Background: an optimization exercise with open tools, aiming at small area. Do not read the settings as production practice.
RTL that was checked went through simulation tests only; none was proved equivalent to the original.

## rev 12
// ssc_tx_chan
module ssc_tx_chan
#(
    parameter logic [15:0] BASE   = 16'h0800,
    parameter int          SIN_AW = 13
) (
    input  logic        clk,
    input  logic        rst,
    input  logic [31:0] addr,
    input  logic [31:0] Wdata,
    input  logic        write,
    input  logic        read,
    output logic [31:0] Rdata,
    input  logic        tick,
    output logic [15:0] DAC,
    output logic        pushDAC,
    output logic        epoch
);
Size in the first run: about 2600 cells after synthesis, about 290 flip-flops, about 120 I/O pins, roughly 23000 sq um of cells after synthesis.
==> flow/config.mk <==
export PLATFORM = sky130hd
export DESIGN_NAME = ssc_tx_chan
export DESIGN_NICKNAME = ssc_tx_chan
export VERILOG_FILES = /design/flow/design.v
export SDC_FILE = /design/flow/constraint.sdc
export NUM_CORES = 4
export LEC_CHECK = 0
export ABC_AREA = 1
export CAP_MARGIN = 20
export CORE_MARGIN = 2
export CORE_UTILIZATION = 40
export GPL_TIMING_DRIVEN = 0
export SLEW_MARGIN = 20
export SYNTH_HIERARCHICAL = 1
==> flow/constraint.sdc <==
create_clock -name core_clock -period 9.0 [get_ports {clk}]
set_input_delay 1.8000 -clock core_clock [delete_from_list [all_inputs] [get_ports {clk}]]
set_output_delay 1.8000 -clock core_clock [all_outputs]
set_load 0.01 [all_outputs]
standard.sh (not shown) runs the stock make flow with config.mk's settings and CLKGATE_MAP_FILE= SYNTH_SCRIPT=/design/flow/synth_recipe.tcl, a recipe that flattens the netlist after the stock synthesis.
==> flow/flow/run.sh <==
#!/bin/bash
set -euo pipefail
export REMOVE_ABC_BUFFERS=1
export BUFFER_PORTS_ARGS="-buffer_cell sky130_fd_sc_hd__buf_1"
export CTS_ARGS="-sink_clustering_enable -repair_clock_nets -dont_use_dummy_load -buf_list {sky130_fd_sc_hd__clkbuf_8} -sink_clustering_size 14 -sink_clustering_max_diameter 60"
bash standard.sh > standard.log 2>&1
Input changes introduced in rev 13 (baseline for comparison: rev 12):
--- a/flow/design.v
+++ b/flow/design.v
@@ -283,40 +283,32 @@
     wire h_d100 = h_d98 & h_d80;
     assign chph_sum[31] = h_d82 ^ (h_d63 & h_d100);
     wire h_d102 = h_d100 & h_d82;
     wire h_d103 = h_d83 | (h_d63 & h_d102);
     assign prn_edge  = adv && chph_sum[31] && !chph_q[31];
     assign epoch_set = prn_edge && !wsel[5] && (prn_nxt == 14'h0001);
     logic [STATE_W-1:0] prn_mask;
     always_comb begin
         prn_mask = STATE_W'(1) << prn_q[HOB_MSB -: HOB_W];
         prn_bit  = |(prn_q[STATE_MSB:0] & prn_mask);
         prn_nxt  = ((prn_q[STATE_MSB:0] & ~prn_mask) << 1) ^ (prn_bit ? prn_q[POLY_MSB -: POLY_W] : '0);
     end
-    logic [32:0] sc;
-    logic        sc_unused;
-    assign sc[0] = adv;
-    assign sc[8] = adv && (&scnt_q[7:0]);
-    for (genvar k = 0; k < 32; k++) begin : g_scnt
-        if (k == 7) begin : g_brk
-            ssc_ha u_ha (.a(scnt_q[k]), .b(sc[k]), .s(scnt_inc[k]), .co(sc_unused));
-        end else begin : g_bit
-            ssc_ha u_ha (.a(scnt_q[k]), .b(sc[k]), .s(scnt_inc[k]), .co(sc[k+1]));
-        end
-    end
     always_comb begin
-        logic ea;
+        logic sa, ea;
+        sa = 1'b1;
         ea = 1'b1;
         for (int k = 0; k < 32; k++) begin
+            scnt_inc[k] = scnt_q[k] ^ (adv && sa);
             ecnt_inc[k] = ecnt_q[k] ^ (epoch_set && ea);
+            sa = sa & scnt_q[k];
             ea = ea & ecnt_q[k];
         end
     end
     always_ff @(posedge clk or posedge rst) begin
         if (rst) begin
             run_q     <= 1'b0;
             cadd_q    <= '0;
             cph_q     <= '0;
             chf_q     <= '0;
             chph_q    <= '0;
             prn_q     <= '0;
             amp_q     <= '0;
==> comparison <==
Higher final critical-path share of the clock period was reported by rev 13, not rev 12.
Diff rev 12 -> rev 13: final area did not really move; number of antenna diodes closely matched the old numbers; share of the yosys chip area belonging to registers now sits at about the same level.
| wire length after detailed routing | rev 13 vs rev 12 | worse |
As far as worst slack on hold paths is concerned, rev 13 and rev 12 perform about the same.
Function not checked in rev 12: the RTL went through the layout flow alone.

## separate check: timing with driven ports
The flow's constraints put no driver on any port. The routed layouts listed below were extracted and timed again, unchanged, in two steps. Step 1 sets driving cells, clkbuf_16 on the clock port and buf_2 on the other inputs (assumed; they add their load-dependent delay and slew). Step 2 times the ports against the registers' clock, not the clock port: input delays grow and output delays shrink by t, the midpoint of the rising clock arrivals with the driver on. a / b / c = no drivers / after step 1 / after step 2; a / b = the first two.
run	shift t [ns]	setup slack, ns	latest minus earliest clock arrival (ns)	worst register clock-pin slew, ns	worst slew at a driven data input, ns
rev 12	0.639	0.437 / 0.437 / 0.437	0.120 / 0.120	0.10 / 0.10	0.13
rev 13	0.672	0.322 / 0.322 / 0.322	0.099 / 0.099	0.10 / 0.10	0.12
After both steps setup and hold are still met in every run listed.
